What follows belongs to an exercise in optimizing a design on an open flow for small area, a short achievable clock period and few clock cycles per item; a production flow would make more cautious choices. Where RTL was checked, it was by simulation tests only, not by an equivalence proof against the original. For runs 3 to 6, only the layout was checked, not whether the RTL still works. Power figures rest on the tool's default switching activity, not on a simulated workload.

<file path="flow/design.v">
`timescale 1ns/1ps
package pkt_lkp_pkg;
    localparam int LKP_INFO_W     = 20;
    localparam int ODR_ID_W       = 3;
    localparam int PAYLOAD_W      = 64;
    localparam int REQ_ID_W       = 10;
    localparam int ROB_DEPTH      = 8;
    localparam int ROB_IDX_W      = 3;
    localparam int LKP_FIFO_DEPTH = 4;
    localparam int LKP_FIFO_IDX_W = 2;
    localparam int PKT_META_W     = 1 + LKP_INFO_W + ODR_ID_W + 1;
    localparam int LKP_REQ_W      = LKP_INFO_W + REQ_ID_W;
    typedef logic [LKP_INFO_W-1:0] lkp_info_t;
    typedef logic [ODR_ID_W-1:0]   odr_id_t;
    typedef logic [PAYLOAD_W-1:0]  payload_t;
    typedef logic [REQ_ID_W-1:0]   req_id_t;
    typedef logic [ROB_IDX_W-1:0]  rob_idx_t;
    typedef struct packed {
        logic      lkp_en;
        lkp_info_t lkp_info;
        odr_id_t   odr_id;
        logic      so;
    } pkt_meta_t;
    typedef struct packed {
        lkp_info_t info;
        req_id_t   req_id;
    } lkp_req_t;
    typedef struct packed {
        lkp_info_t rslt;
        odr_id_t   odr_id;
        logic      so;
        payload_t  payload;
    } out_pkt_t;
endpackage
`timescale 1ns/1ps
module pkt_lkp_top
(
    input  logic      clk,
    input  logic      rst_i,
    input  logic      b2c_pkt_vld_i,
    input  logic      b2c_pkt_lkp_en_i,
    input  pkt_lkp_pkg::lkp_info_t b2c_pkt_lkp_info_i,
    input  pkt_lkp_pkg::odr_id_t   b2c_pkt_odr_id_i,
    input  logic      b2c_pkt_so_i,
    input  pkt_lkp_pkg::payload_t  b2c_pkt_payload_i,
    output logic      c2b_pkt_rdy_o,
    output logic      c2a_lkp_vld_o,
    output pkt_lkp_pkg::lkp_info_t c2a_lkp_info_o,
    output pkt_lkp_pkg::req_id_t   c2a_lkp_req_id_o,
    input  logic      a2c_lkp_rdy_i,
    input  logic      a2c_lkp_rsp_vld_i,
    input  pkt_lkp_pkg::req_id_t   a2c_lkp_rsp_id_i,
    input  pkt_lkp_pkg::lkp_info_t a2c_lkp_rslt_i,
    output logic      c2d_pkt_vld_o,
    output pkt_lkp_pkg::lkp_info_t c2d_pkt_lkp_rslt_o,
    output pkt_lkp_pkg::odr_id_t   c2d_pkt_odr_id_o,
    output logic      c2d_pkt_so_o,
    output pkt_lkp_pkg::payload_t  c2d_pkt_payload_o,
    input  logic      d2c_pkt_rdy_i
);
    localparam int N      = 4;
    localparam int IW     = 2;
    localparam int RW     = pkt_lkp_pkg::LKP_INFO_W;
    localparam int DW     = pkt_lkp_pkg::ODR_ID_W + 1 + pkt_lkp_pkg::PAYLOAD_W;
    logic [IW-1:0] head_q, tail_q, head_inc, tail_inc;
    logic          full_q, full_d;
    logic          rdy_q;
    logic          accept, retire;
    assign head_inc = (head_q == IW'(N-1)) ? '0 : head_q + 1'b1;
    assign tail_inc = (tail_q == IW'(N-1)) ? '0 : tail_q + 1'b1;
    logic          req_push;
    logic          req_block_d;
    assign c2b_pkt_rdy_o = rdy_q;
    assign accept        = b2c_pkt_vld_i && rdy_q;
    assign req_push      = accept && b2c_pkt_lkp_en_i;
    logic          m_vld_q, s_vld_q, m_vld_d, s_vld_d;
    logic [RW-1:0] m_info_q, s_info_q;
    logic [IW-1:0] m_tag_q, s_tag_q;
    logic          req_pop;
    assign c2a_lkp_vld_o    = m_vld_q;
    assign c2a_lkp_info_o   = m_info_q;
    assign c2a_lkp_req_id_o = pkt_lkp_pkg::REQ_ID_W'(m_tag_q);
    assign req_pop          = m_vld_q && a2c_lkp_rdy_i;
    always_comb
    begin
        m_vld_d = m_vld_q;
        s_vld_d = s_vld_q;
        if (!m_vld_q || req_pop)
        begin
            m_vld_d = s_vld_q || req_push;
            s_vld_d = s_vld_q && req_push;
        end
        else if (req_push)
            s_vld_d = 1'b1;
    end
    assign req_block_d = s_vld_d;
    always_ff @(posedge clk)
    begin
        if (rst_i)
        begin
            m_vld_q <= 1'b0;
            s_vld_q <= 1'b0;
        end
        else
        begin
            m_vld_q <= m_vld_d;
            s_vld_q <= s_vld_d;
        end
    end
    always_ff @(posedge clk)
    begin
        if (!m_vld_q || req_pop)
        begin
            if (s_vld_q)
            begin
                m_info_q <= s_info_q;
                m_tag_q  <= s_tag_q;
            end
            else if (req_push)
            begin
                m_info_q <= b2c_pkt_lkp_info_i;
                m_tag_q  <= tail_q;
            end
        end
        if (req_push && (s_vld_q || (m_vld_q && !req_pop)))
        begin
            s_info_q <= b2c_pkt_lkp_info_i;
            s_tag_q  <= tail_q;
        end
    end
    logic [DW-1:0] data_q [N];
    logic [RW-1:0] rslt_q [N];
    logic [N-1:0]  lkp_q;
    logic [N-1:0]  done_q;
    logic [IW-1:0] rsp_idx;
    logic          head_done;
    logic          head_rsp;
    logic          out_free;
    assign rsp_idx   = a2c_lkp_rsp_id_i[IW-1:0];
    assign head_done = done_q[head_q];
    assign head_rsp  = a2c_lkp_rsp_vld_i && (rsp_idx == head_q);
    assign out_free  = !c2d_pkt_vld_o || d2c_pkt_rdy_i;
    assign retire    = out_free && (head_done || head_rsp);
    always_ff @(posedge clk)
    begin
        if (accept)
        begin
            data_q[tail_q] <= {b2c_pkt_odr_id_i, b2c_pkt_so_i, b2c_pkt_payload_i};
            lkp_q[tail_q]  <= b2c_pkt_lkp_en_i;
        end
        if (a2c_lkp_rsp_vld_i)
            rslt_q[rsp_idx] <= a2c_lkp_rslt_i;
    end
    always_comb
    begin
        full_d = full_q;
        if (accept && !retire)
            full_d = (tail_inc == head_q);
        else if (retire && !accept)
            full_d = 1'b0;
    end
    always_ff @(posedge clk)
    begin
        if (rst_i)
        begin
            head_q <= '0;
            tail_q <= '0;
            full_q <= 1'b0;
            rdy_q  <= 1'b0;
            done_q <= '0;
        end
        else
        begin
            full_q <= full_d;
            rdy_q  <= !full_d && !req_block_d;
            if (a2c_lkp_rsp_vld_i)
                done_q[rsp_idx] <= 1'b1;
            if (retire)
            begin
                done_q[head_q] <= 1'b0;
                head_q         <= head_inc;
            end
            if (accept)
            begin
                done_q[tail_q] <= !b2c_pkt_lkp_en_i;
                tail_q         <= tail_inc;
            end
        end
    end
    logic [RW-1:0] out_rslt;
    assign out_rslt = head_done ? (rslt_q[head_q] & {RW{lkp_q[head_q]}}) : a2c_lkp_rslt_i;
    always_ff @(posedge clk)
    begin
        if (rst_i)
            c2d_pkt_vld_o <= 1'b0;
        else if (out_free)
            c2d_pkt_vld_o <= retire;
    end
    always_ff @(posedge clk)
    begin
        if (retire)
        begin
            c2d_pkt_lkp_rslt_o <= out_rslt;
            {c2d_pkt_odr_id_o, c2d_pkt_so_o, c2d_pkt_payload_o} <= data_q[head_q];
        end
    end
endmodule
</file>
<file path="flow/config.mk">
export PLATFORM = sky130hd
export DESIGN_NAME = pkt_lkp_top
export DESIGN_NICKNAME = pkt_lkp_top
export VERILOG_FILES = /design/flow/design.v
export SDC_FILE = /design/flow/constraint.sdc
export NUM_CORES = 4
export LEC_CHECK = 0
export CAP_MARGIN = 20
export CORE_MARGIN = 2
export CORE_UTILIZATION = 40
export CTS_BUF_LIST = sky130_fd_sc_hd__clkbuf_8
export SETUP_SLACK_MARGIN = 2.0
export SLEW_MARGIN = 20
export TNS_END_PERCENT = 100
</file>
<file path="flow/constraint.sdc">
create_clock -name core_clock -period 4.0 [get_ports {clk}]
set_input_delay 0.8000 -clock core_clock [delete_from_list [all_inputs] [get_ports {clk}]]
set_output_delay 0.8000 -clock core_clock [all_outputs]
set_load 0.01 [all_outputs]
</file>
<file path="flow/run.sh">
#!/bin/bash
# synth_recipe.tcl (not shown) runs the flow's synth.tcl, then flattens the netlist and writes it again
# the make line also repeats each setting of config.mk as NAME=value (left out here)
make -C /OpenROAD-flow-scripts/flow DESIGN_CONFIG=/design/flow/config.mk WORK_HOME=/design/flow/orfs CLKGATE_MAP_FILE= SYNTH_SCRIPT=/design/flow/synth_recipe.tcl finish
</file>
==> impl_results.md, run 1 <==
* Post-DP HPWL at ~22000 µm
* H-tree Lvls at 3
* Die X at 218 µm
* Comb power frac at 0.119
* Clock Root Buffer: clkbuf_8
* Via count at 9051
* LEAKAGE at 7.78 nW
* RSZ-0062 raised after global routing: yes
* Arrival time worst endpoint at ~2600 ps
* First-pass GRT wire length at just under 60000 µm
* Fillers at 3741
* Count of cell types in the netlist at 33
* Core ar. at between 40000 and 50000 µm²
* Slew margin rel. at 0.297
* # IOs at about 250
* Critical path type: flop to flop
* Min cycle time layout at 2060 ps
* Drt drc at 0
* Final Util at 0.508
* Hold WS at about 540 ps
* Area delta synth->final at 25.9%
* Post-synthesis cell area at 18300 µm²
* Synthesized flop and latch total at between 500 and 600
* Setup TNS at 0 ps
* Max VDD drop at 0.325 mV
* Clock-pin slew on the worst setup and hold paths at ~60 ps
* Outcome: complete, no violations
* Pint at between 0.009 and 0.01 W
* # rows at 78
* Psw at 0.00291 W
* Clock network power share at 0.357
* Startpoint types: flop
* DR vias/cell at a little under 5
* Worst slew pin tran at 1050 ps
* DIE AREA at 47400 µm²
* GPL Wtd Cong at 0.707
* Initial core utilization at 0.404
* WP data required at around 4600 ps
* Synth Warn # at 1
* Final wirelength at 40300 µm
* Gate Count Post-Synth at 815
* Final Instance Count excl. Fillers at 1820
* Most frequent cells in the layout: edfxtp_1 (488), clkdlybuf4s50_1 (113), buf_2 (103)
* Share of cells above drive strength 1 at 0.336
* Routed wire per std cell at 22.2 µm
* Die height at roughly 220 µm
* CTS sink cnt at 503
* Largest net degree at the start of global routing at 55
* EDFF count, synth at 488
* Placed cell count at about 1600
* Mapped Avg Cell Area at 22.4 µm²
* Max Cap Viol at 0
* Final period util at 0.516
* Sequential cell area fraction in the yosys report at 0.818
* First-pass iteration count of the detailed router at 5
* Max-slew violations at 0
* Global Route Usage Sum at 0.170
* Clock buffer depth at 3
* Vias in the first global route at approximately 9600
* Grt total ovfl at 0
* Num CTS Buffers at between 80 and 90
* Highest Clock Rate at 485 MHz
* Port Buffers at 229
* CTS tree: built
* Sequential Area at 15000 µm²
* Area of the multi-input gates at 3370 µm²
* Layout Skew at 30.1 ps
* Antenna Violating Nets Remaining at 0
* Worst setup EP type: flop
* Most common cell after layout, fill and taps aside: edfxtp_1
* Worst Path Max Fanout at 6
* Pwr Density at just over 500 nW/µm²
* Fin nets at 1285
* Ys async rst share at 0
* Commonest register cell after synthesis: edfxtp_1
* # setup viols final at 0
* Switch share at 0.244
* Iter 0 DRT Violations at slightly below 600
* Sequential group share of total power at 0.524
* Hold Crit Class: flop to flop
* Final hold viol count at 0
* Clk latency of the worst-skew pair at between 600 and 700 ps
* Initial antenna violation count at 6
==> layout make-up <==
type,count,share of cell area
clock inverters,71,0.0188
repair buffers,273,0.0997
flip-flops and latches,503,0.650
diodes,1,0.000109
multi-input cells,279,0.147
well taps,600,0.0326
clock buffers,84,0.0502
inverters,9,0.00147
==> per-layer routing <==
| metal | GRT usage | vias to the layer above | part of all wire |
|---|---|---|---|
| met1 | 0.210 | 4657 | 0.40 |
| li1 | - | 4040 | - |
| met2 | 0.275 | 273 | 0.49 |
| met3 | 0.0709 | 73 | 0.086 |
| met5 | 0 | - | 0.0013 |
| met4 | 0.0510 | 8 | 0.022 |
==> metrics by stage <==
step                instance area [µm²]  total power (W)  setup WS, ps
global route                      23000           0.0125          1860
global placement                  21500          0.00780           989
detailed placement                21500          0.00782           963
CTS                               22900           0.0121          1830
floorplan                         18400          0.00709           890
finish                            23000           0.0119          1940
==> critical path, cell delays in order (launching register included) <==
cell and delay, ps:
dfxtp_1 360, mux4_2 550, a31oi_4 230, nor2_4 100, buf_12 160, or4_4 420
and3_1 160
==> synthesized netlist by cell type, types with 3 or more instances <==
library cell / instances / area share
nor3_1: 3 / 0.00082
edfxtp_1: 488 / 0.80
xnor2_1: 3 / 0.0014
clkbuf_1: 15 / 0.0031
mux2_2: 21 / 0.013
nor3b_1: 3 / 0.0012
nor2b_1: 3 / 0.0010
dfxtp_1: 15 / 0.016
buf_4: 8 / 0.0033
a21o_1: 3 / 0.0012
and3_1: 7 / 0.0024
ha_1: 10 / 0.0068
a21oi_1: 11 / 0.0030
nor2_1: 11 / 0.0023
mux4_2: 90 / 0.11
buf_1: 15 / 0.0031
o21ai_0: 12 / 0.0033
inv_1: 9 / 0.0018
nand2_1: 53 / 0.011
nand3_1: 21 / 0.0057
==> repair_timing <==
action	4_1_cts	5_1_grt
pin swaps	6	3
gates resized for setup	485	21
gates cloned	6	3
setup buffers	18	2
setup endpoints to repair	493	341
hold buffers	0	0
==> power groups by stage <==
stage / combinational [W] / clock (W) / sequential (W)
6_report: 0.00142 / 0.00426 / 0.00626
5_1_grt: 0.00155 / 0.00464 / 0.00628
4_1_cts: 0.00144 / 0.00441 / 0.00626
3_5_place_dp: 0.00143 / 0 / 0.00639
3_3_place_gp: 0.00141 / 0 / 0.00639
2_1_floorplan: 0.000664 / 0 / 0.00643
==> logic make-up after synthesis <==
kind of cell / Yosys count / synth area share
muxes: 112 / 0.124
adders and majority gates: 11 / 0.00739
AOI/OAI and AO/OA: 30 / 0.0101
buffers and inverters: 48 / 0.0116
DFF: 503 / 0.818
other: 1 / 0.000205
xor gates and xnor gates: 4 / 0.00192
and+or+nand+nor: 106 / 0.0264
==> sequential cells by signal (all words and copies together) (netlist names), named ones only <==
name and count:
c2d_pkt_lkp_rslt_o 20, m_vld_q 1, c2d_pkt_payload_o 64, m_tag_q 2, tail_q 2, full_q 1
s_vld_q 1, rslt_q 80, rdy_q 1, data_q 272, c2d_pkt_so_o 1, m_info_q 20
lkp_q 4, head_q 2, done_q 4, c2d_pkt_vld_o 1, c2d_pkt_odr_id_o 3, s_info_q 20
s_tag_q 2
==> path summary, 6_finish.rpt <==
| check | startpoint | endpoint | slack, ps | depth (start not counted) |
|---|---|---|---|---|
| setup / recovery | done_q[3] | rdy_q | 1940 | 6 |
| hold / removal | s_tag_q[0] | m_tag_q[0] | 540 | 2 |
| setup reg to reg | done_q[3] | rdy_q | 1940 | 6 |
| hold reg to reg | s_tag_q[0] | m_tag_q[0] | 540 | 2 |
Testbench counts, summed over its fixed seeds: cycles 9,384, items 3,200.
==> run 2: changes to the inputs <==
==> flow/flow/run.sh (new file) <==
#!/bin/bash
# Standard layout, with plain buffers on the ports and footprint-free resizing.
set -euo pipefail
bash standard.sh MATCH_CELL_FOOTPRINT=0 "BUFFER_PORTS_ARGS=-buffer_cell sky130_fd_sc_hd__buf_1" finish > make_finish.log 2>&1
==> flow/standard.sh (new file) <==
#!/bin/bash
# synth_recipe.tcl (not shown) runs the flow's synth.tcl, then flattens the netlist and writes it again
# the make line also repeats each setting of config.mk as NAME=value (left out here)
make -C /OpenROAD-flow-scripts/flow DESIGN_CONFIG=/design/flow/config.mk WORK_HOME=/design/flow/orfs CLKGATE_MAP_FILE= SYNTH_SCRIPT=/design/flow/synth_recipe.tcl "${@:-finish}"
--- a/flow/config.mk
+++ b/flow/config.mk
@@ -9,5 +9,4 @@
 export CORE_MARGIN = 2
 export CORE_UTILIZATION = 40
-export CTS_BUF_LIST = sky130_fd_sc_hd__clkbuf_8
 export SETUP_SLACK_MARGIN = 2.0
 export SLEW_MARGIN = 20
removed: flow/run.sh
==> impl_results.md, run 2 <==
* Outcome: complete, no violations (unchanged)
* M1 GR Usage at 0.211 (was 0.210)
* Psw at 0.00280 W (was 0.00291 W)
* Main area contributors after synthesis: edfxtp_1 (80%), mux4_2 (11%), dfxtp_1 (1.6%) (unchanged)
* Arrival time worst endpoint at 2530 ps (was 2620 ps)
* Reg-to-reg setup timing slack at 1950 ps (was 1940 ps)
* Clock buffer depth at 3 (unchanged)
* Vias in the first global route at 9210 (was 9615)
* Max Cap Viol at 0 (unchanged)
* DR vias/cell at 5.01 (was 4.97)
* Max VDD drop at 0.367 mV (was 0.325 mV)
* Peak per-stage delay on the critical path at 540 ps (was 550 ps)
* Min cycle time layout at 2050 ps (was 2060 ps)
* CP Buf/Inv Count at 1 (unchanged)
* Critical path type: flop to flop (unchanged)
* Max-slew violations at 0 (unchanged)
* Area delta synth->final at 20.7% (was 25.9%)
* Grt total ovfl at 0 (unchanged)
* Worst slew pin tran at 998 ps (was 1050 ps)
* Port Buffers at 229 (unchanged)
* Initial core utilization at 0.404 (unchanged)
* Most Crowded Layer GR: met2 (unchanged)
* EDFF count, synth at 488 (unchanged)
* Synth Warn # at 1 (unchanged)
* Critical-path cell list: mux4_2 -> a31oi_4 -> nor2_4 -> buf_12 -> or4_4 -> and3_4 (was mux4_2 -> a31oi_4 -> nor2_4 -> buf_12 -> or4_4 -> and3_1)
* Global Route Usage Sum at 0.164 (was 0.170)
* Endpoint, Worst Hold: s_info_q[14] (was m_tag_q[0])
* Pint at 0.00933 W (was 0.00904 W)
* Initial antenna violation count at 7 (was 6)
* Post-synthesis cell area at 18300 µm² (unchanged)
* Worst Hold Depth at 1 (was 2)
* Most common cell after layout, fill and taps aside: edfxtp_1 (unchanged)
* Reg2reg start: head_q[1] (was done_q[3])
* Gate Count Post-Synth at 815 (unchanged)
* Reg2Reg Depth at 6 (unchanged)
* Sequential cell area fraction in the yosys report at 0.818 (unchanged)
* Critical R2R Capture: rdy_q (unchanged)
* First-pass GRT wire length at 57000 µm (was 59000 µm)
* Worst setup EP type: flop (unchanged)
* Layout Skew at 25.1 ps (was 30.1 ps)
* Iter 0 DRT Violations at 826 (was 579)
* Clock network power share at 0.377 (was 0.357)
* H-tree Lvls at 2 (was 3)
* # rows at 78 (unchanged)
* Fin nets at 1250 (was 1285)
* Drt drc at 0 (unchanged)
* Num CTS Buffers at 52 (was 84)
* Routed wire per std cell at 22.4 µm (was 22.2 µm)
* Synth cell count leaders: edfxtp_1 (488), mux4_2 (90), nand2_1 (53), mux2_2 (21), nand3_1 (21) (unchanged)
* Clock Root Buffer: clkbuf_16 (was clkbuf_8)
* Final wirelength at 39200 µm (was 40300 µm)
* Antenna Violating Nets Remaining at 0 (unchanged)
* Main combinational cell family by area after synthesis: multiplexers (unchanged)
* Complex-gate fraction of the synthesized area at 0.0101 (unchanged)
* # IOs at 246 (unchanged)
* LEAKAGE at 7.05 nW (was 7.78 nW)
* CTS tree: built (unchanged)
* Top cell type's share of synthesized area at 0.802 (unchanged)
* Sequential group share of total power at 0.516 (was 0.524)
* Met3 usage at 0.0594 (was 0.0709)
* Comb power frac at 0.107 (was 0.119)
* Largest net degree at the start of global routing at 60 (was 55)
* Post-DP HPWL at 21600 µm (was 22300 µm)
* Fraction of synthesized cell area in xor and xnor cells at 0.00192 (unchanged)
* Die X at 218 µm (unchanged)
* Worst Path Max Fanout at 6 (unchanged)
* Pwr Density at 550 nW/µm² (was 519 nW/µm²)
* CTS sink cnt at 503 (unchanged)
* Cell taking the most area after synthesis: edfxtp_1 (unchanged)
* First-pass iteration count of the detailed router at 5 (unchanged)
* Core ar. at 45300 µm² (unchanged)
* Clock-pin slew on the worst setup and hold paths at 60 ps (about the same)
* Slowest CP cell: mux4_2 (unchanged)
* Hold Crit Class: input port to flop (was flop to flop)
* Via count at 8790 (was 9051)
* Switch share at 0.231 (was 0.244)
* Met2 Use GR at 0.266 (was 0.275)
* # setup viols final at 0 (unchanged)
* Hold path start: b2c_pkt_lkp_info_i[14] (was s_tag_q[0])
* Mapped Avg Cell Area at 22.4 µm² (unchanged)
* Most frequent cells in the layout: edfxtp_1 (488), buf_1 (209), mux4_2 (90) (was edfxtp_1 (488), clkdlybuf4s50_1 (113), buf_2 (103))
* RSZ-0062 raised after global routing: yes (unchanged)
* WP data required at 4480 ps (was 4560 ps)
* Setup TNS at 0 ps (unchanged)
* Slew margin rel. at 0.334 (was 0.297)
* Startpoint types: flop (unchanged)
* Ys async rst share at 0 (unchanged)
* Highest Clock Rate at 489 MHz (was 485 MHz)
* Post-route cell area at 22100 µm² (was 23000 µm²)
* GPL Wtd Cong at 0.741 (was 0.707)
* # hold bufs at CTS at 0 (unchanged)
* Area after DPL at 20000 µm² (was 21500 µm²)
* Worst path top cell family by delay: simple AND/OR/NAND/NOR gates (unchanged)
* Die height at 218 µm (unchanged)
* Final hold viol count at 0 (unchanged)
* Count of cell types in the netlist at 33 (unchanged)
* Top reg by flops: data_q (unchanged)
* Commonest register cell after synthesis: edfxtp_1 (unchanged)
* Final period util at 0.512 (was 0.516)
* DIE AREA at 47400 µm² (unchanged)
* Most common cell in the synthesized netlist: edfxtp_1 (unchanged)
* Mux share of post-synthesis cell area at 0.124 (unchanged)
* Synthesized flop and latch total at 503 (unchanged)
* Simple-gate share of the synthesized area at 0.0264 (unchanged)
* Share of cells above drive strength 1 at 0.235 (was 0.336)
* Synth Area in Adders at 0.00739 (unchanged)
* Number of flip-flops in the largest register at 272 (unchanged)
* Clk latency of the worst-skew pair at 600 ps (was 660 ps)
run 2: changes by cell type in the layout (fill, tap and decap cells not counted), sizes merged, moves of 2 or more:
cell,previous run,this run
clkdlybuf4s50,113,0
buf,154,256
inv,37,11
clkinv,38,14
clkbuf,86,88
dlygate4sd2,2,0
mux4,93,91
run 2: power groups by stage:
stage | logic (W) | clock network (W) | registers (W)
finish | 0.00130 | 0.00457 | 0.00626
global route | 0.00142 | 0.00490 | 0.00628
CTS | 0.00130 | 0.00471 | 0.00626
detailed placement | 0.00116 | 0 | 0.00639
global placement | 0.00115 | 0 | 0.00638
floorplan | 0.000664 | 0 | 0.00643
run 2: area by class of cell:
cell class,count,area (µm²)
flip-flops and latches,503,15000
inverters,9,33.8
diodes,2,5.00
clock buffers,72,1420
fillers,3705,23200
multi-input cells,277,3310
clock inverters,19,199
repair buffers,272,1370
well taps,600,751
run 2: repair_timing:
action                                 4_1_cts  5_1_grt
cloned                                       6        2
setup endpoints to repair                  315      284
pin swaps                                    3        3
gates resized for setup                     38       25
endpoints found under the hold margin        0        0
buffers inserted                            12        7
run 2: per-stage QoR:
stage                     hold slack [ps]  instances  setup slack (ps)   util  total power (W)
after CTS                             365       1743              1870  0.484           0.0123
final                                 409       1754              1950  0.487           0.0121
after floorplan                       461        822               890      -          0.00709
after global placement                471       1634              1040  0.443          0.00753
after detailed placement              492       1634              1050  0.443          0.00755
after global routing                  385       1752              1900  0.487           0.0126
run 2: worst max-delay path by stage:
stage / start / endpoint / slack, ps / cells after the start
6_report: head_q[1] / rdy_q / 1950 / 6
4_1_cts: tail_q[0] / data_q[2][23] / 1870 / 4
5_1_grt: head_q[1] / rdy_q / 1900 / 6
2_1_floorplan: a2c_lkp_rsp_id_i[1] / done_q[0] / 890 / 5
3_3_place_gp: head_q[1] / rdy_q / 1040 / 6
3_5_place_dp: head_q[1] / rdy_q / 1050 / 6
run 2: cell families after synthesis:
group | after synthesis
xor+xnor | 4
compound gates | 30
buf+inv | 48
mux | 112
other cells | 1
fa+ha+maj | 11
simple gates | 106
flops | 503
run 2: worst register-to-register path, cell delays in order (launching register included):
cell and delay (ps):
dfxtp_4 350, mux4_2 540, a31oi_4 210, nor2_4 100, buf_12 160, or4_4 410, and3_4 160
run 2: layer usage:
metal,up-vias,share of wire
met3,44,0.085
met4,6,0.013
li1,3949,-
met5,-,0.0012
met1,4523,0.41
met2,268,0.49
==> run 3: changes to the inputs <==
--- a/flow/design.v
+++ b/flow/design.v
@@ -61,12 +61,19 @@
     localparam int N      = 4;
     localparam int IW     = 2;
+    localparam int TW     = IW + 1;
     localparam int RW     = pkt_lkp_pkg::LKP_INFO_W;
     localparam int DW     = pkt_lkp_pkg::ODR_ID_W + 1 + pkt_lkp_pkg::PAYLOAD_W;
     logic [IW-1:0] head_q, tail_q, head_inc, tail_inc;
+    logic          head_w_q, tail_w_q;
+    logic [TW-1:0] head_tag, tail_tag;
     logic          full_q, full_d;
     logic          rdy_q;
-    logic          accept, retire;
+    logic          accept, load;
+    logic          slots_busy;
     assign head_inc = (head_q == IW'(N-1)) ? '0 : head_q + 1'b1;
     assign tail_inc = (tail_q == IW'(N-1)) ? '0 : tail_q + 1'b1;
+    assign head_tag = {head_w_q, head_q};
+    assign tail_tag = {tail_w_q, tail_q};
+    assign slots_busy = full_q || (head_q != tail_q);
     logic          req_push;
     logic          req_block_d;
@@ -76,5 +83,5 @@
     logic          m_vld_q, s_vld_q, m_vld_d, s_vld_d;
     logic [RW-1:0] m_info_q, s_info_q;
-    logic [IW-1:0] m_tag_q, s_tag_q;
+    logic [TW-1:0] m_tag_q, s_tag_q;
     logic          req_pop;
     assign c2a_lkp_vld_o    = m_vld_q;
@@ -120,5 +127,5 @@
             begin
                 m_info_q <= b2c_pkt_lkp_info_i;
-                m_tag_q  <= tail_q;
+                m_tag_q  <= tail_tag;
             end
         end
@@ -126,5 +133,5 @@
         begin
             s_info_q <= b2c_pkt_lkp_info_i;
-            s_tag_q  <= tail_q;
+            s_tag_q  <= tail_tag;
         end
     end
@@ -136,10 +143,18 @@
     logic          head_done;
     logic          head_rsp;
+    logic          out_rsp;
+    logic          slot_rsp;
+    logic          out_full_q, out_done_q, out_full_d, out_done_d;
+    logic [TW-1:0] out_tag_q;
     logic          out_free;
+    logic          vld_d;
     assign rsp_idx   = a2c_lkp_rsp_id_i[IW-1:0];
     assign head_done = done_q[head_q];
-    assign head_rsp  = a2c_lkp_rsp_vld_i && (rsp_idx == head_q);
-    assign out_free  = !c2d_pkt_vld_o || d2c_pkt_rdy_i;
-    assign retire    = out_free && (head_done || head_rsp);
+    assign head_rsp  = a2c_lkp_rsp_vld_i && (a2c_lkp_rsp_id_i[TW-1:0] == head_tag);
+    assign out_rsp   = a2c_lkp_rsp_vld_i && out_full_q && !out_done_q &&
+                       (a2c_lkp_rsp_id_i[TW-1:0] == out_tag_q);
+    assign slot_rsp  = a2c_lkp_rsp_vld_i && !out_rsp;
+    assign out_free  = !out_full_q || (c2d_pkt_vld_o && d2c_pkt_rdy_i);
+    assign load      = out_free && slots_busy;
     always_ff @(posedge clk)
     begin
@@ -149,5 +164,5 @@
             lkp_q[tail_q]  <= b2c_pkt_lkp_en_i;
         end
-        if (a2c_lkp_rsp_vld_i)
+        if (slot_rsp)
             rslt_q[rsp_idx] <= a2c_lkp_rslt_i;
     end
@@ -155,7 +170,7 @@
     begin
         full_d = full_q;
-        if (accept && !retire)
+        if (accept && !load)
             full_d = (tail_inc == head_q);
-        else if (retire && !accept)
+        else if (load && !accept)
             full_d = 1'b0;
     end
@@ -164,9 +179,11 @@
         if (rst_i)
         begin
-            head_q <= '0;
-            tail_q <= '0;
-            full_q <= 1'b0;
-            rdy_q  <= 1'b0;
-            done_q <= '0;
+            head_q   <= '0;
+            tail_q   <= '0;
+            head_w_q <= 1'b0;
+            tail_w_q <= 1'b0;
+            full_q   <= 1'b0;
+            rdy_q    <= 1'b0;
+            done_q   <= '0;
         end
         else
@@ -174,10 +191,12 @@
             full_q <= full_d;
             rdy_q  <= !full_d && !req_block_d;
-            if (a2c_lkp_rsp_vld_i)
+            if (slot_rsp)
                 done_q[rsp_idx] <= 1'b1;
-            if (retire)
+            if (load)
             begin
                 done_q[head_q] <= 1'b0;
                 head_q         <= head_inc;
+                if (head_q == IW'(N-1))
+                    head_w_q <= !head_w_q;
             end
             if (accept)
@@ -185,23 +204,53 @@
                 done_q[tail_q] <= !b2c_pkt_lkp_en_i;
                 tail_q         <= tail_inc;
+                if (tail_q == IW'(N-1))
+                    tail_w_q <= !tail_w_q;
             end
         end
     end
     logic [RW-1:0] out_rslt;
-    assign out_rslt = head_done ? (rslt_q[head_q] & {RW{lkp_q[head_q]}}) : a2c_lkp_rslt_i;
+    assign out_rslt = (load && head_done) ? (rslt_q[head_q] & {RW{lkp_q[head_q]}}) : a2c_lkp_rslt_i;
+    always_comb
+    begin
+        out_full_d = out_full_q;
+        out_done_d = out_done_q;
+        if (load)
+        begin
+            out_full_d = 1'b1;
+            out_done_d = head_done || head_rsp;
+        end
+        else
+        begin
+            if (c2d_pkt_vld_o && d2c_pkt_rdy_i)
+                out_full_d = 1'b0;
+            if (out_rsp)
+                out_done_d = 1'b1;
+        end
+    end
+    assign vld_d = out_full_d && out_done_d;
     always_ff @(posedge clk)
     begin
         if (rst_i)
+        begin
+            out_full_q    <= 1'b0;
+            out_done_q    <= 1'b0;
             c2d_pkt_vld_o <= 1'b0;
-        else if (out_free)
-            c2d_pkt_vld_o <= retire;
-    end
-    always_ff @(posedge clk)
-    begin
-        if (retire)
-        begin
+        end
+        else
+        begin
+            out_full_q    <= out_full_d;
+            out_done_q    <= out_done_d;
+            c2d_pkt_vld_o <= vld_d;
+        end
+    end
+    always_ff @(posedge clk)
+    begin
+        if (load)
+        begin
+            out_tag_q <= head_tag;
+            {c2d_pkt_odr_id_o, c2d_pkt_so_o, c2d_pkt_payload_o} <= data_q[head_q];
+        end
+        if (load || out_rsp)
             c2d_pkt_lkp_rslt_o <= out_rslt;
-            {c2d_pkt_odr_id_o, c2d_pkt_so_o, c2d_pkt_payload_o} <= data_q[head_q];
-        end
     end
 endmodule
==> impl_results.md, run 3 <==
* Cell taking the most area after synthesis: edfxtp_1 (unchanged)
* First-pass GRT wire length at 55900 µm (was 57000 µm)
* Via count at 8959 (was 8790)
* Area after DPL at 20500 µm² (was 20000 µm²)
* Clock-pin slew on the worst setup and hold paths at 60 ps (about the same)
* Hold Crit Class: input port to flop (unchanged)
* Share of cells above drive strength 1 at 0.231 (was 0.235)
* Reg-to-reg setup timing slack at 1980 ps (was 1950 ps)
* Die X at 221 µm (was 218 µm)
* First-pass iteration count of the detailed router at 7 (was 5)
* Main area contributors after synthesis: edfxtp_1 (79%), mux4_2 (11%), dfxtp_1 (2.0%) (was edfxtp_1 (80%), mux4_2 (11%), dfxtp_1 (1.6%))
* Global Route Usage Sum at 0.156 (was 0.164)
* Worst slew pin tran at 894 ps (was 998 ps)
* Most frequent cells in the layout: edfxtp_1 (493), buf_1 (210), mux4_2 (90) (was edfxtp_1 (488), buf_1 (209), mux4_2 (90))
* Antenna Violating Nets Remaining at 0 (unchanged)
* # IOs at 246 (unchanged)
* Sequential Area at 15200 µm² (was 15000 µm²)
* Most common cell after layout, fill and taps aside: edfxtp_1 (unchanged)
* Arrival time worst endpoint at 2300 ps (was 2530 ps)
* Slew margin rel. at 0.404 (was 0.334)
* Port Buffers at 231 (was 229)
* Reg2reg start: tail_q[0] (was head_q[1])
* GPL Wtd Cong at 0.746 (was 0.741)
* Num CTS Buffers at 54 (was 52)
* CTS sink cnt at 512 (was 503)
* Post-DP HPWL at 21600 µm (about the same)
* Final hold viol count at 0 (unchanged)
* Die height at 221 µm (was 218 µm)
* LEAKAGE at 7.15 nW (was 7.05 nW)
* Gate Count Post-Synth at 855 (was 815)
* Min cycle time layout at 2020 ps (was 2050 ps)
* Critical path type: flop to flop (unchanged)
* Iter 0 DRT Violations at 855 (was 826)
* Commonest register cell after synthesis: edfxtp_1 (unchanged)
* CP Launch Point: tail_q[0] (was head_q[1])
* Outcome: complete, no violations (unchanged)
* Pwr Density at 639 nW/µm² (was 550 nW/µm²)
* Top reg by flops: data_q (unchanged)
* Ys async rst share at 0 (unchanged)
* Count of cell types in the netlist at 42 (was 33)
* Sequential group share of total power at 0.478 (was 0.516)
* Max-slew violations at 0 (unchanged)
* Post-placement setup slack at 1120 ps (was 1050 ps)
* Critical R2R Capture: data_q[2][32] (was rdy_q)
* Synth cell count leaders: edfxtp_1 (493), mux4_2 (90), nand2_1 (40), nand2b_1 (22), mux2_2 (21) (was edfxtp_1 (488), mux4_2 (90), nand2_1 (53), mux2_2 (21), nand3_1 (21))
* Synth Warn # at 1 (unchanged)
* Grt total ovfl at 0 (unchanged)
* WP data required at 4280 ps (was 4480 ps)
* Worst setup EP type: flop (unchanged)
* RSZ-0062 raised after global routing: yes (unchanged)
* Pint at 0.0107 W (was 0.00933 W)
* # rows at 79 (was 78)
* Core ar. at 46500 µm² (was 45300 µm²)
* Comb power frac at 0.176 (was 0.107)
* Worst Path Max Fanout at 37 (was 6)
* CTS tree: built (unchanged)
* Number of flip-flops in the largest register at 272 (unchanged)
* Sequential cell area fraction in the yosys report at 0.808 (was 0.818)
* Area delta synth->final at 20.2% (was 20.7%)
* Critical path capture point: data_q[2][32] (was rdy_q)
* Psw at 0.00378 W (was 0.00280 W)
* Layout Skew at 20.3 ps (was 25.1 ps)
* Setup TNS at 0 ps (unchanged)
* Largest net degree at the start of global routing at 61 (was 60)
* Final wirelength at 37900 µm (was 39200 µm)
* Top cell type's share of synthesized area at 0.788 (was 0.802)
* Clk latency of the worst-skew pair at 600 ps (about the same)
* Initial core utilization at 0.404 (about the same)
* Initial antenna violation count at 4 (was 7)
* Clock buffer depth at 3 (unchanged)
* Mapped Avg Cell Area at 22.0 µm² (was 22.4 µm²)
* Startpoint types: flop (unchanged)
* Vias in the first global route at 9207 (was 9210)
* Switch share at 0.262 (was 0.231)
* Highest Clock Rate at 496 MHz (was 489 MHz)
* Clock Root Buffer: clkbuf_16 (unchanged)
* Drt drc at 0 (unchanged)
* DR vias/cell at 5.01 (about the same)
* Post-route cell area at 22600 µm² (was 22100 µm²)
* Area of the multi-input gates at 3550 µm² (was 3310 µm²)
* Max VDD drop at 0.399 mV (was 0.367 mV)
* Fillers at 3873 (was 3705)
* Setup WS post-layout at 1980 ps (was 1950 ps)
* Max Cap Viol at 0 (unchanged)
* Fin nets at 1273 (was 1250)
* Routed wire per std cell at 21.2 µm (was 22.4 µm)
* DIE AREA at 48700 µm² (was 47400 µm²)
* Most common cell in the synthesized netlist: edfxtp_1 (unchanged)
* Overall Power at 0.0144 W (was 0.0121 W)
* Clock network power share at 0.345 (was 0.377)
* Reg2Reg Depth at 4 (was 6)
* # setup viols final at 0 (unchanged)
* Post-synthesis cell area at 18800 µm² (was 18300 µm²)
* EDFF count, synth at 493 (was 488)
* Final period util at 0.504 (was 0.512)
* Synthesized flop and latch total at 512 (was 503)
* H-tree Lvls at 2 (unchanged)
run 3: cell type report:
class                   count  area share
flip-flops and latches    512       0.673
multi-input cells         295       0.157
clock buffers              66      0.0623
repair buffers            258      0.0534
well taps                 607      0.0336
clock inverters            34      0.0163
inverters                  17     0.00355
diodes                      1    0.000111
run 3: cell families (layout without fill, tap and decap cells):
family,after synthesis,after routing,share of synthesized area
compound gates,52,53,0.0181
xor+xnor,12,12,0.00560
fa+ha+maj,11,11,0.00719
buf+inv,59,375,0.0149
flops,512,512,0.808
mux,111,111,0.121
other cells,1,8,0.000200
simple gates,97,101,0.0251
run 3: worst min path at each step:
stage / from / endpoint / cells after the start / slack, ps
floorplan: tail_w_q / s_tag_q[2] / 0 / 450
global placement: tail_w_q / s_tag_q[2] / 0 / 470
detailed placement: tail_w_q / s_tag_q[2] / 0 / 470
CTS: b2c_pkt_lkp_info_i[14] / s_info_q[14] / 1 / 370
global route: b2c_pkt_lkp_info_i[15] / s_info_q[15] / 1 / 380
finish: b2c_pkt_lkp_info_i[6] / s_info_q[6] / 1 / 410
run 3: what timing repair did:
item                       CTS  global route
pin swaps                    1             3
hold buffers                 0             0
cloned                       4             1
setup endpoints to repair  455           237
gates resized for setup     25            20
buffers inserted            11             2
run 3: metrics by stage:
| step | util | std cells | hold slack, ps |
|---|---|---|---|
| 4_1_cts | 0.484 | 1786 | 369 |
| 5_1_grt | 0.486 | 1790 | 382 |
| 3_3_place_gp | 0.442 | 1671 | 467 |
| 2_1_floorplan | - | 861 | 447 |
| 3_5_place_dp | 0.442 | 1671 | 471 |
| 6_report | 0.486 | 1790 | 408 |
run 3: power by group through the flow:
stage	logic [W]	registers, W	clock network (W)
floorplan	0.00145	0.00715	0
global placement	0.00243	0.00707	0
detailed placement	0.00244	0.00707	0
CTS	0.00258	0.00692	0.00513
global route	0.00280	0.00697	0.00532
finish	0.00254	0.00690	0.00499
run 3: layer usage:
metal	vias up	routed length, µm	GRT usage
met1	4586	16000	0.207
met4	6	759	0.0498
met5	-	43	0
met3	64	3100	0.0514
met2	245	18000	0.244
li1	4058	-	-
run 3: worst max-delay path, cell delays in order (launching register included):
cell and delay [ps]:
dfxtp_4 400, inv_1 210, ha_1 190, and3_4 550, buf_12 320
==> run 4: changes to the inputs <==
--- a/flow/design.v
+++ b/flow/design.v
@@ -66,4 +66,5 @@
     logic [IW-1:0] head_q, tail_q, head_inc, tail_inc;
     logic          head_w_q, tail_w_q;
+    logic [N-1:0]  tail_oh_q;
     logic [TW-1:0] head_tag, tail_tag;
     logic          full_q, full_d;
@@ -159,8 +160,11 @@
     always_ff @(posedge clk)
     begin
-        if (accept)
-        begin
-            data_q[tail_q] <= {b2c_pkt_odr_id_i, b2c_pkt_so_i, b2c_pkt_payload_i};
-            lkp_q[tail_q]  <= b2c_pkt_lkp_en_i;
+        for (int i = 0; i < N; i++)
+        begin
+            if (accept && tail_oh_q[i])
+            begin
+                data_q[i] <= {b2c_pkt_odr_id_i, b2c_pkt_so_i, b2c_pkt_payload_i};
+                lkp_q[i]  <= b2c_pkt_lkp_en_i;
+            end
         end
         if (slot_rsp)
@@ -181,4 +185,5 @@
             head_q   <= '0;
             tail_q   <= '0;
+            tail_oh_q <= N'(1);
             head_w_q <= 1'b0;
             tail_w_q <= 1'b0;
@@ -204,4 +209,5 @@
                 done_q[tail_q] <= !b2c_pkt_lkp_en_i;
                 tail_q         <= tail_inc;
+                tail_oh_q      <= {tail_oh_q[N-2:0], tail_oh_q[N-1]};
                 if (tail_q == IW'(N-1))
                     tail_w_q <= !tail_w_q;
--- a/flow/config.mk
+++ b/flow/config.mk
@@ -8,5 +8,6 @@
 export CAP_MARGIN = 20
 export CORE_MARGIN = 2
-export CORE_UTILIZATION = 40
+export CORE_UTILIZATION = 60
+export PLACE_DENSITY = 0.75
 export SETUP_SLACK_MARGIN = 2.0
 export SLEW_MARGIN = 20
==> impl_results.md, run 4 <==
* Max VDD drop at 0.516 mV (was 0.399 mV)
* DR vias/cell at 5.90 (was 5.01)
* LEAKAGE at 7.11 nW (was 7.15 nW)
* Slew margin rel. at 0.286 (was 0.404)
* Highest Clock Rate at 487 MHz (was 496 MHz)
* Max-slew violations at 0 (unchanged)
* GPL Wtd Cong at 0.713 (was 0.746)
* Fraction of synthesized cell area in xor and xnor cells at 0.00696 (was 0.00560)
* Critical-path cell list: clkbuf_2 -> xnor2_4 -> a41oi_2 -> nor2b_4 (was inv_1 -> ha_1 -> and3_4 -> buf_12)
* Startpoint types: input port (was flop)
* Worst setup EP type: flop (unchanged)
* Top reg by flops: data_q (unchanged)
* Synth cell count leaders: edfxtp_1 (493), nor2_1 (80), a21oi_1 (79), a222oi_1 (68), nand2_1 (38) (was edfxtp_1 (493), mux4_2 (90), nand2_1 (40), nand2b_1 (22), mux2_2 (21))
* Clk latency of the worst-skew pair at 550 ps (was 600 ps)
* Arrival time worst endpoint at 2220 ps (was 2300 ps)
* Clock network power share at 0.301 (was 0.345)
* Min cycle time layout at 2050 ps (was 2020 ps)
* Max Cap Viol at 0 (unchanged)
* Grt total ovfl at 0 (unchanged)
* Final wirelength at 37800 µm (was 37900 µm)
* Hold path start: b2c_pkt_lkp_info_i[5] (was b2c_pkt_lkp_info_i[6])
* Hold Crit Class: input port to flop (unchanged)
* Complex-gate fraction of the synthesized area at 0.0820 (was 0.0181)
* # hold bufs at CTS at 0 (unchanged)
* Main combinational cell family by area after synthesis: compound AO/OA/AOI/OAI gates (was multiplexers)
* Mapped Avg Cell Area at 18.6 µm² (was 22.0 µm²)
* Share of cells above drive strength 1 at 0.149 (was 0.231)
* Vias in the first global route at 10400 (was 9207)
* Pint at 0.0106 W (was 0.0107 W)
* CTS tree: built (unchanged)
* Endpoint, Worst Hold: s_info_q[5] (was s_info_q[6])
* First-pass iteration count of the detailed router at 7 (unchanged)
* Global Route Usage Sum at 0.230 (was 0.156)
* RSZ-0062 raised after global routing: yes (unchanged)
* Cell taking the most area after synthesis: edfxtp_1 (unchanged)
* Die X at 181 µm (was 221 µm)
* Post-synthesis cell area at 18900 µm² (was 18800 µm²)
* Final hold viol count at 0 (unchanged)
* Commonest register cell after synthesis: edfxtp_1 (unchanged)
* CP Buf/Inv Count at 1 (was 2)
* Reg2reg start: rdy_q (was tail_q[0])
* Sequential group share of total power at 0.477 (was 0.478)
* Synth Warn # at 2 (was 1)
* Initial antenna violation count at 3 (was 4)
* Comb power frac at 0.221 (was 0.176)
* Mux share of post-synthesis cell area at 0.0393 (was 0.121)
* Most common cell in the synthesized netlist: edfxtp_1 (unchanged)
* Pwr Density at 677 nW/µm² (was 639 nW/µm²)
* Critical path type: input port to flop (was flop to flop)
* Switch share at 0.289 (was 0.262)
* Slowest CP cell: nor2b_4 (was and3_4)
* Core ar. at 30700 µm² (was 46500 µm²)
* Top cell type's share of synthesized area at 0.785 (was 0.788)
* Setup TNS at 0 ps (unchanged)
* Via count at 10100 (was 8959)
* Initial core utilization at 0.614 (was 0.404)
* Main area contributors after synthesis: edfxtp_1 (78%), a222oi_1 (3.6%), mux4_2 (2.5%) (was edfxtp_1 (79%), mux4_2 (11%), dfxtp_1 (2.0%))
* Post-placement setup slack at 1170 ps (was 1120 ps)
* Clock Root Buffer: clkbuf_16 (unchanged)
* Clock buffer depth at 3 (unchanged)
* Synth Area in Adders at 0.00663 (was 0.00719)
* Worst path top cell family by delay: simple AND/OR/NAND/NOR gates (unchanged)
* Ys async rst share at 0 (unchanged)
* Psw at 0.00431 W (was 0.00378 W)
* Most frequent cells in the layout: edfxtp_1 (493), buf_1 (230), a21oi_1 (79) (was edfxtp_1 (493), buf_1 (210), mux4_2 (90))
* Simple-gate share of the synthesized area at 0.0309 (was 0.0251)
* Peak per-stage delay on the critical path at 640 ps (was 550 ps)
* Gate Count Post-Synth at 1017 (was 855)
* Worst Hold Depth at 1 (unchanged)
* DIE AREA at 32900 µm² (was 48700 µm²)
* # rows at 64 (was 79)
* # setup viols final at 0 (unchanged)
* Critical R2R Capture: data_q[1][35] (was data_q[2][32])
* Largest net degree at the start of global routing at 74 (was 61)
* Outcome: complete, no violations (unchanged)
* Drt drc at 0 (unchanged)
* Synthesized flop and latch total at 516 (was 512)
* Setup WS post-layout at 1950 ps (was 1980 ps)
* WP data required at 4170 ps (was 4280 ps)
* CTS sink cnt at 516 (was 512)
* Count of cell types in the netlist at 50 (was 42)
* Layout Skew at 17.6 ps (was 20.3 ps)
* Sequential cell area fraction in the yosys report at 0.809 (was 0.808)
* Worst Path Max Fanout at 20 (was 37)
* Clock-pin slew on the worst setup and hold paths at 60 ps (about the same)
* Num CTS Buffers at 49 (was 54)
* # diodes at 0 (was 1)
* Area delta synth->final at 16.9% (was 20.2%)
* Fin nets at 1404 (was 1273)
* Reg2Reg Depth at 4 (unchanged)
* Iter 0 DRT Violations at 955 (was 855)
* H-tree Lvls at 2 (unchanged)
* First-pass GRT wire length at 57900 µm (was 55900 µm)
* Post-DP HPWL at 20700 µm (was 21600 µm)
* Routed wire per std cell at 22.2 µm (was 21.2 µm)
* EDFF count, synth at 493 (unchanged)
* # IOs at 246 (unchanged)
* Worst slew pin tran at 1070 ps (was 894 ps)
* Reg-to-reg setup timing slack at 2100 ps (was 1980 ps)
* Number of flip-flops in the largest register at 272 (unchanged)
* Final period util at 0.513 (was 0.504)
* Antenna Violating Nets Remaining at 0 (unchanged)
* Most common cell after layout, fill and taps aside: edfxtp_1 (unchanged)
* Port Buffers at 231 (unchanged)
* Die height at 181 µm (was 221 µm)
[run 4: worst register-to-register path: cells and delay by family (launching register included)]
| kind | cells | cell delay, ps |
|---|---|---|
| buffers and inverters | 2 | 780 |
| DFF | 1 | 370 |
| and+or+nand+nor | 2 | 380 |
[run 4: power by group through the flow]
stage                     sequential, W  clock [W]  combinational (W)
after floorplan                 0.00740          0            0.00183
after global placement          0.00722          0            0.00301
after detailed placement        0.00723          0            0.00308
after CTS                       0.00714    0.00457            0.00324
after global routing            0.00719    0.00478            0.00361
final                           0.00713    0.00450            0.00330
[run 4: worst max-delay path by stage]
stage,to,cells after the start,start
4_1_cts,rslt_q[1][2],4,a2c_lkp_rsp_id_i[1]
3_5_place_dp,rslt_q[0][0],4,a2c_lkp_rsp_id_i[1]
6_report,rslt_q[1][2],4,a2c_lkp_rsp_id_i[1]
3_3_place_gp,rslt_q[0][0],4,a2c_lkp_rsp_id_i[1]
2_1_floorplan,data_q[0][0],4,b2c_pkt_vld_i
5_1_grt,rslt_q[1][2],4,a2c_lkp_rsp_id_i[1]
[run 4: logic make-up (layout without fill, tap and decap cells)]
kind of cell	count (synthesis)	after routing
flops	516	516
compound gates	193	194
simple gates	141	142
buf+inv	99	382
mux	45	45
xor+xnor	12	12
fa+ha+maj	10	10
other cells	1	7
[run 4: layout make-up]
class / instances / area [µm²]
fill: 1901 / 8700
clock buffer: 63 / 1330
tap: 396 / 495
inverter: 34 / 191
multi-input combinational: 410 / 3330
clock inverter: 27 / 258
timing repair buffer: 256 / 1160
timing repair inverter: 2 / 10.0
sequential: 516 / 15300
[run 4: metrics by stage]
stage	total power, W	area, µm²	instances	util	hold WS [ps]
6_report	0.0149	22000	1704	0.717	444
5_1_grt	0.0156	22000	1704	0.717	437
2_1_floorplan	0.00923	19100	1023	-	435
3_3_place_gp	0.0102	20300	1602	0.659	462
3_5_place_dp	0.0103	20300	1602	0.659	476
4_1_cts	0.0149	22000	1698	0.714	421
[run 4: timing repair]
| item | 4_1_cts | 5_1_grt |
|---|---|---|
| buffers inserted | 3 | 4 |
| gates resized for setup | 19 | 6 |
| pin swaps | 2 | 2 |
| endpoints found under the setup margin | 308 | 176 |
| gates cloned | 3 | 2 |
[run 4: per-layer routing]
metal / share of wire / global-route usage / vias to the layer above
met5: 0.0011 / 0 / -
met4: 0.017 / 0.0667 / 6
met3: 0.087 / 0.0613 / 56
met2: 0.50 / 0.390 / 421
met1: 0.39 / 0.297 / 4985
li1: - / - / 4585
==> run 5: changes to the inputs <==
--- a/flow/config.mk
+++ b/flow/config.mk
@@ -8,6 +8,5 @@
 export CAP_MARGIN = 20
 export CORE_MARGIN = 2
-export CORE_UTILIZATION = 60
-export PLACE_DENSITY = 0.75
+export CORE_UTILIZATION = 40
 export SETUP_SLACK_MARGIN = 2.0
 export SLEW_MARGIN = 20
==> impl_results.md, run 5 <==
* Outcome: complete, no violations (unchanged)
* Switch share at 0.300 (was 0.289)
* Drt drc at 0 (unchanged)
* Core ar. at 46600 µm² (was 30700 µm²)
* Arrival time worst endpoint at 2250 ps (was 2220 ps)
* Clock network power share at 0.300 (was 0.301)
* Max Cap Viol at 0 (unchanged)
* Critical-path cell list: mux2_2 -> o21ai_4 -> o31ai_1 (was clkbuf_2 -> xnor2_4 -> a41oi_2 -> nor2b_4)
* Ys async rst share at 0 (unchanged)
* Worst Hold Depth at 1 (unchanged)
* Synth Area in Adders at 0.00663 (unchanged)
* WP data required at 4300 ps (was 4170 ps)
* DIE AREA at 48900 µm² (was 32900 µm²)
* Largest net degree at the start of global routing at 74 (unchanged)
* H-tree Lvls at 2 (unchanged)
* Hold path start: b2c_pkt_lkp_info_i[10] (was b2c_pkt_lkp_info_i[5])
* Peak per-stage delay on the critical path at 500 ps (was 640 ps)
* Clock Root Buffer: clkbuf_16 (unchanged)
* Overall Power at 0.0153 W (was 0.0149 W)
* Max-slew violations at 0 (unchanged)
* Mapped Avg Cell Area at 18.6 µm² (unchanged)
* Most common cell after layout, fill and taps aside: edfxtp_1 (unchanged)
* Commonest register cell after synthesis: edfxtp_1 (unchanged)
* Area delta synth->final at 19.5% (was 16.9%)
* # IOs at 246 (unchanged)
* Final wirelength at 43400 µm (was 37800 µm)
* Reg2Reg Depth at 3 (was 4)
* Highest Clock Rate at 513 MHz (was 487 MHz)
* # setup viols final at 0 (unchanged)
* Pwr Density at 680 nW/µm² (was 677 nW/µm²)
* Post-synthesis cell area at 18900 µm² (unchanged)
* Comb power frac at 0.235 (was 0.221)
* Most frequent cells in the layout: edfxtp_1 (493), buf_1 (218), a21oi_1 (79) (was edfxtp_1 (493), buf_1 (230), a21oi_1 (79))
* First-pass iteration count of the detailed router at 5 (was 7)
* Clock-pin slew on the worst setup and hold paths at 60 ps (about the same)
* Clk latency of the worst-skew pair at 590 ps (was 550 ps)
* Hold Crit Class: input port to flop (unchanged)
* Count of cell types in the netlist at 50 (unchanged)
* Synthesized flop and latch total at 516 (unchanged)
* RSZ-0062 raised after global routing: yes (unchanged)
* Die height at 221 µm (was 181 µm)
* Slowest CP cell: o21ai_4 (was nor2b_4)
* Share of cells above drive strength 1 at 0.166 (was 0.149)
* Slew margin rel. at 0.529 (was 0.286)
* CTS tree: built (unchanged)
* Psw at 0.00459 W (was 0.00431 W)
* Iter 0 DRT Violations at 929 (was 955)
* DR vias/cell at 5.23 (was 5.90)
* Sequential group share of total power at 0.465 (was 0.477)
* Synth cell count leaders: edfxtp_1 (493), nor2_1 (80), a21oi_1 (79), a222oi_1 (68), nand2_1 (38) (unchanged)
* Endpoint, Worst Hold: s_info_q[10] (was s_info_q[5])
* Top reg by flops: data_q (unchanged)
* Clock buffer depth at 3 (unchanged)
* Main area contributors after synthesis: edfxtp_1 (78%), a222oi_1 (3.6%), mux4_2 (2.5%) (unchanged)
* Main combinational cell family by area after synthesis: compound AO/OA/AOI/OAI gates (unchanged)
* Fin nets at 1419 (was 1404)
* Reg-to-reg setup timing slack at 2050 ps (was 2100 ps)
* Die X at 221 µm (was 181 µm)
* First-pass GRT wire length at 63200 µm (was 57900 µm)
* Min cycle time layout at 1950 ps (was 2050 ps)
* Routed wire per std cell at 22.5 µm (was 22.2 µm)
* Num CTS Buffers at 53 (was 49)
* Antenna Violating Nets Remaining at 0 (unchanged)
* Startpoint types: flop (was input port)
* Complex-gate fraction of the synthesized area at 0.0820 (unchanged)
* Vias in the first global route at 10200 (was 10400)
* Synth Warn # at 2 (unchanged)
* CTS sink cnt at 516 (unchanged)
* Post-DP HPWL at 22000 µm (was 20700 µm)
* Grt total ovfl at 0 (unchanged)
* Layout Skew at 11.5 ps (was 17.6 ps)
* Number of flip-flops in the largest register at 272 (unchanged)
* Reg2reg start: head_q[1] (was rdy_q)
* Max VDD drop at 0.476 mV (was 0.516 mV)
* Top cell type's share of synthesized area at 0.785 (unchanged)
* Pint at 0.0107 W (was 0.0106 W)
* # rows at 79 (was 64)
* Most common cell in the synthesized netlist: edfxtp_1 (unchanged)
* Final period util at 0.488 (was 0.513)
* Global Route Usage Sum at 0.170 (was 0.230)
* Setup TNS at 0 ps (unchanged)
* Worst slew pin tran at 705 ps (was 1070 ps)
* Simple-gate share of the synthesized area at 0.0309 (unchanged)
* EDFF count, synth at 493 (unchanged)
* Port Buffers at 231 (unchanged)
* Initial antenna violation count at 5 (was 3)
* Fraction of synthesized cell area in xor and xnor cells at 0.00696 (unchanged)
* Sequential cell area fraction in the yosys report at 0.809 (unchanged)
* LEAKAGE at 7.23 nW (was 7.11 nW)
* Worst setup EP type: flop (unchanged)
* Critical R2R Capture: c2d_pkt_lkp_rslt_o[18] (was data_q[1][35])
* Mux share of post-synthesis cell area at 0.0393 (unchanged)
* Cell taking the most area after synthesis: edfxtp_1 (unchanged)
* Via count at 10100 (about the same)
* Final hold viol count at 0 (unchanged)
* Gate Count Post-Synth at 1017 (unchanged)
* Worst Path Max Fanout at 12 (was 20)
* Critical path type: flop to flop (was input port to flop)
* GPL Wtd Cong at 0.747 (was 0.713)
* Initial core utilization at 0.405 (was 0.614)
run 5: cell counts after synthesis:
No cell type changed its count.
run 5: cell families (layout without fill, tap and decap cells):
kind of cell / after synthesis / count (layout)
simple gates: 141 / 144
other cells: 1 / 9
buf+inv: 99 / 392
compound gates: 193 / 195
mux: 45 / 45
flops: 516 / 516
fa+ha+maj: 10 / 10
xor+xnor: 12 / 12
run 5: power by group through the flow:
stage	Clock (W)	Sequential, W	Combinational [W]
floorplan	0	0.00740	0.00183
global placement	0	0.00723	0.00314
detailed placement	0	0.00724	0.00316
CTS	0.00472	0.00714	0.00340
global route	0.00492	0.00719	0.00395
finish	0.00461	0.00713	0.00360
run 5: worst max-delay path by stage:
| stage | start | to | slack [ps] | cells past startpoint |
|---|---|---|---|---|
| floorplan | b2c_pkt_vld_i | data_q[0][0] | 1470 | 4 |
| detailed placement | a2c_lkp_rsp_id_i[1] | rslt_q[0][6] | 1120 | 4 |
| global placement | a2c_lkp_rsp_id_i[1] | rslt_q[0][6] | 1180 | 4 |
| CTS | c2d_pkt_payload_o[44] | c2d_pkt_payload_o[44] | 1990 | 1 |
| finish | head_q[1] | c2d_pkt_lkp_rslt_o[18] | 2050 | 3 |
| global route | a2c_lkp_rsp_id_i[1] | rslt_q[2][1] | 1980 | 4 |
run 5: layer usage:
metal	track usage	up-vias	wire, µm
met2	0.281	289	21200
met3	0.0527	62	3290
met5	0	-	41
met4	0.0552	6	854
li1	-	4616	-
met1	0.214	5112	18000
run 5: what timing repair did:
| item | CTS | global route |
|---|---|---|
| cloned | 4 | 5 |
| buffers inserted | 10 | 5 |
| pin swaps | 4 | 2 |
| setup endpoints to repair | 316 | 138 |
| resized for setup | 23 | 19 |
| hold buffers | 0 | 0 |
run 5: critical path, delay by kind of cell (launching register included):
family	cells	cell delay, ps
compound gates	2	710
mux	1	460
flops	1	490
run 5: area by class of cell:
cell class	count	area, µm²
antenna	2	5.00
timing repair inverter	3	22.5
tap	607	759
fill	3932	24000
clock inverter	25	203
sequential	516	15300
inverter	34	195
clock buffer	67	1390
multi-input combinational	413	3390
timing repair buffer	263	1320
run 5: stage by stage:
stage          std cells  setup slack, ps  hold WS (ps)  instance area [µm²]  utilization
5_1_grt             1929             1980           391                22600        0.484
2_1_floorplan       1023             1470           435                19100            -
3_5_place_dp        1812             1120           455                20600        0.442
3_3_place_gp        1812             1180           450                20600        0.442
6_report            1930             2050           410                22600        0.485
4_1_cts             1918             1990           374                22400        0.481
==> run 6: changes to the inputs <==
--- a/flow/config.mk
+++ b/flow/config.mk
@@ -9,5 +9,5 @@
 export CORE_MARGIN = 2
 export CORE_UTILIZATION = 40
-export SETUP_SLACK_MARGIN = 2.0
+export SETUP_SLACK_MARGIN = 2.3
 export SLEW_MARGIN = 20
 export TNS_END_PERCENT = 100
==> impl_results.md, run 6 <==
* Outcome: complete, no violations (unchanged)
* RSZ-0062 raised after global routing: yes (unchanged)
* Highest Clock Rate at 501 MHz (was 513 MHz)
* Mapped Avg Cell Area at 18.6 µm² (unchanged)
* Pwr Density at 688 nW/µm² (was 680 nW/µm²)
* Most Crowded Layer GR: met2 (unchanged)
* Num CTS Buffers at 53 (unchanged)
* Clock network power share at 0.302 (was 0.300)
* Startpoint types: flop (unchanged)
* Die height at 221 µm (unchanged)
* First-pass GRT wire length at 67900 µm (was 63200 µm)
* Top cell type's share of synthesized area at 0.785 (unchanged)
* Synth Area in Adders at 0.00663 (unchanged)
* Synth Warn # at 2 (unchanged)
* CTS tree: built (unchanged)
* Most common cell after layout, fill and taps aside: edfxtp_1 (unchanged)
* Arrival time worst endpoint at 1200 ps (was 2250 ps)
* Initial antenna violation count at 7 (was 5)
* Ys async rst share at 0 (unchanged)
* Max-slew violations at 0 (unchanged)
* Largest net degree at the start of global routing at 71 (was 74)
* WP data required at 3200 ps (was 4300 ps)
* DR vias/cell at 5.24 (was 5.23)
* Area after DPL at 20600 µm² (about the same)
* Number of flip-flops in the largest register at 272 (unchanged)
* Clock Root Buffer: clkbuf_16 (unchanged)
* Worst Path Max Fanout at 1 (was 12)
* Comb power frac at 0.273 (was 0.235)
* Post-DP HPWL at 21900 µm (was 22000 µm)
* First-pass iteration count of the detailed router at 5 (unchanged)
* Fin nets at 1496 (was 1419)
* Post-synthesis cell area at 18900 µm² (unchanged)
* Most common cell in the synthesized netlist: edfxtp_1 (unchanged)
* GPL Wtd Cong at 0.738 (was 0.747)
* Met2 Use GR at 0.316 (was 0.281)
* Most frequent cells in the layout: edfxtp_1 (493), buf_1 (129), clkbuf_2 (85) (was edfxtp_1 (493), buf_1 (218), a21oi_1 (79))
* Initial core utilization at 0.405 (unchanged)
* CP Buf/Inv Count at 1 (was 0)
* Pint at 0.0117 W (was 0.0107 W)
* # setup viols final at 0 (unchanged)
* Fraction of synthesized cell area in xor and xnor cells at 0.00696 (unchanged)
* Worst path top cell family by delay: flip-flops (was compound AO/OA/AOI/OAI gates)
* Final wirelength at 47600 µm (was 43400 µm)
* Main area contributors after synthesis: edfxtp_1 (78%), a222oi_1 (3.6%), mux4_2 (2.5%) (unchanged)
* Final period util at 0.499 (was 0.488)
* Complex-gate fraction of the synthesized area at 0.0820 (unchanged)
* Sequential cell area fraction in the yosys report at 0.809 (unchanged)
* # IOs at 246 (unchanged)
* Count of cell types in the netlist at 50 (unchanged)
* Hold Crit Class: input port to flop (unchanged)
* Mux share of post-synthesis cell area at 0.0393 (unchanged)
* Met3 usage at 0.0509 (was 0.0527)
* Clk latency of the worst-skew pair at 610 ps (was 590 ps)
* EDFF count, synth at 493 (unchanged)
* Global Route Usage Sum at 0.187 (was 0.170)
* Simple-gate share of the synthesized area at 0.0309 (unchanged)
* Layout Skew at 18.3 ps (was 11.5 ps)
* Post-route cell area at 24400 µm² (was 22600 µm²)
* Synthesized flop and latch total at 516 (unchanged)
* Share of cells above drive strength 1 at 0.302 (was 0.166)
* Fillers at 3730 (was 3932)
* DIE AREA at 48900 µm² (unchanged)
* Sequential group share of total power at 0.425 (was 0.465)
* Antenna Violating Nets Remaining at 0 (unchanged)
* Core ar. at 46600 µm² (unchanged)
* Psw at 0.00505 W (was 0.00459 W)
* Cell taking the most area after synthesis: edfxtp_1 (unchanged)
* CTS sink cnt at 516 (unchanged)
* Slowest CP cell: edfxtp_1 (was o21ai_4)
* # rows at 79 (unchanged)
* Iter 0 DRT Violations at 921 (was 929)
* Setup TNS at 0 ps (unchanged)
* Die X at 221 µm (unchanged)
* Commonest register cell after synthesis: edfxtp_1 (unchanged)
* Clock-pin slew on the worst setup and hold paths at 60 ps (about the same)
* Slew margin rel. at 0.566 (was 0.529)
* Port Buffers at 231 (unchanged)
* Worst setup EP type: output port (was flop)
* Area delta synth->final at 29.3% (was 19.5%)
* Drt drc at 0 (unchanged)
* Clock buffer depth at 3 (unchanged)
* H-tree Lvls at 2 (unchanged)
* LEAKAGE at 8.25 nW (was 7.23 nW)
* # hold bufs at CTS at 0 (unchanged)
* Critical path type: flop to output port (was flop to flop)
* Vias in the first global route at 10500 (was 10200)
* Gate Count Post-Synth at 1017 (unchanged)
* Worst slew pin tran at 652 ps (was 705 ps)
* Peak per-stage delay on the critical path at 440 ps (was 500 ps)
* Via count at 10600 (was 10100)
* Max Cap Viol at 0 (unchanged)
* Synth cell count leaders: edfxtp_1 (493), nor2_1 (80), a21oi_1 (79), a222oi_1 (68), nand2_1 (38) (unchanged)
* Switch share at 0.301 (was 0.300)
* Main combinational cell family by area after synthesis: compound AO/OA/AOI/OAI gates (unchanged)
* Routed wire per std cell at 23.6 µm (was 22.5 µm)
* Min cycle time layout at 2000 ps (was 1950 ps)
* Grt total ovfl at 0 (unchanged)
* Max VDD drop at 0.430 mV (was 0.476 mV)
* Critical-path cell list: clkbuf_2 (was mux2_2 -> o21ai_4 -> o31ai_1)
* Final hold viol count at 0 (unchanged)
* Top reg by flops: data_q (unchanged)
* M1 GR Usage at 0.239 (was 0.214)
[run 6: changes by cell type in the layout (fill, tap and decap cells not counted), moves of 6 or more]
cell,before,now
buf_1,218,129
clkbuf_2,13,85
buf_6,3,33
buf_12,9,28
buf_4,15,34
clkbuf_16,54,68
nand2_1,35,25
o31ai_4,1,10
clkinv_2,5,13
o31ai_2,19,11
clkinv_1,12,6
[run 6: metrics by stage]
| step | cells | hold WS, ps | power, W | utilization | setup slack, ps |
|---|---|---|---|---|---|
| final | 2014 | 405 | 0.0168 | 0.524 | 2000 |
| after global routing | 2013 | 387 | 0.0175 | 0.524 | 1960 |
| after CTS | 1980 | 370 | 0.0165 | 0.510 | 1940 |
| after detailed placement | 1812 | 465 | 0.0104 | 0.441 | 1120 |
| after global placement | 1812 | 449 | 0.0103 | 0.441 | 1130 |
| after floorplan | 1023 | 435 | 0.00927 | - | 1470 |
[run 6: what timing repair did]
item / 4_1_cts / 5_1_grt
cloned: 23 / 10
setup buffers: 45 / 22
pin swaps: 43 / 71
gates resized for setup: 176 / 84
endpoints found under the setup margin: 541 / 282
[run 6: worst paths after layout]
path | startpoint | end | slack [ps] | cells after the start
worst max-delay path | c2d_pkt_payload_o[4] | c2d_pkt_payload_o[4] | 2000 | 1
worst min-delay path | b2c_pkt_lkp_info_i[9] | s_info_q[9] | 410 | 1
worst max register to register | head_q[0] | c2d_pkt_lkp_rslt_o[11] | 2120 | 6
worst min register to register | tail_oh_q[3] | tail_oh_q[3] | 470 | 2
[run 6: per-layer routing]
layer / part of all wire / vias up
met1: 0.41 / 5339
met2: 0.50 / 354
met4: 0.014 / 10
li1: - / 4779
met5: 0.0014 / -
met3: 0.074 / 68
[run 6: cells by family (layout without fill, tap and decap cells)]
kind of cell,count (synthesis),count (layout)
AOI/OAI and AO/OA,193,195
xor gates and xnor gates,12,12
adders and majority gates,10,10
buffers and inverters,99,474
DFF,516,516
muxes,45,45
other,1,8
and+or+nand+nor,141,147
[run 6: power groups by stage]
stage / Combinational [W] / Clock (W) / Sequential, W
final: 0.00458 / 0.00506 / 0.00713
after global routing: 0.00491 / 0.00539 / 0.00719
after global placement: 0.00310 / 0 / 0.00724
after detailed placement: 0.00312 / 0 / 0.00725
after floorplan: 0.00187 / 0 / 0.00740
after CTS: 0.00419 / 0.00517 / 0.00714
[run 6: cell type report]
type                            count  area (µm²)  share of cell area
Sequential cell                   516       15300               0.627
Multi-Input combinational cell    416        3660               0.150
Timing Repair Buffer              336        2630               0.108
Clock buffer                       66        1410              0.0576
Tap cell                          607         759              0.0311
Clock inverter                     34         408              0.0167
Inverter                           34         184             0.00754
Timing Repair inverter              4        48.8             0.00200
Antenna cell                        1        2.50            0.000103

## static timing again, ports no longer ideal
No port has a modelled driver above. Below, the same layouts with a new extraction and two added sets of constraints.
Step 1, drivers: a clkbuf_16 drives clk and a buf_2 each remaining input, both assumed.
Step 2 times the ports against the registers' clock, not the clock port: input delays grow and output delays shrink by t, the midpoint of the rising clock arrivals with the driver on.
a / b / c = ideal ports / drivers / drivers and shift; a / b = the first two.
run	t (ns)	setup WS [ns]	pins driven straight from the clock port
run 1	0.703	1.936 / 1.907 / 1.289	1
run 2	0.644	1.954 / 1.954 / 1.446	1
run 3	0.641	1.984 / 1.970 / 1.431	1
run 4	0.595	1.947 / 1.954 / 1.359	1
run 5	0.636	2.050 / 1.999 / 1.418	1
run 6	0.649	2.003 / 1.952 / 1.677	1
After both steps every run listed still meets setup and hold. For run 1, which loses most, drivers alone change the setup slack by -0.029 ns; drivers and shift together by -0.647 ns.
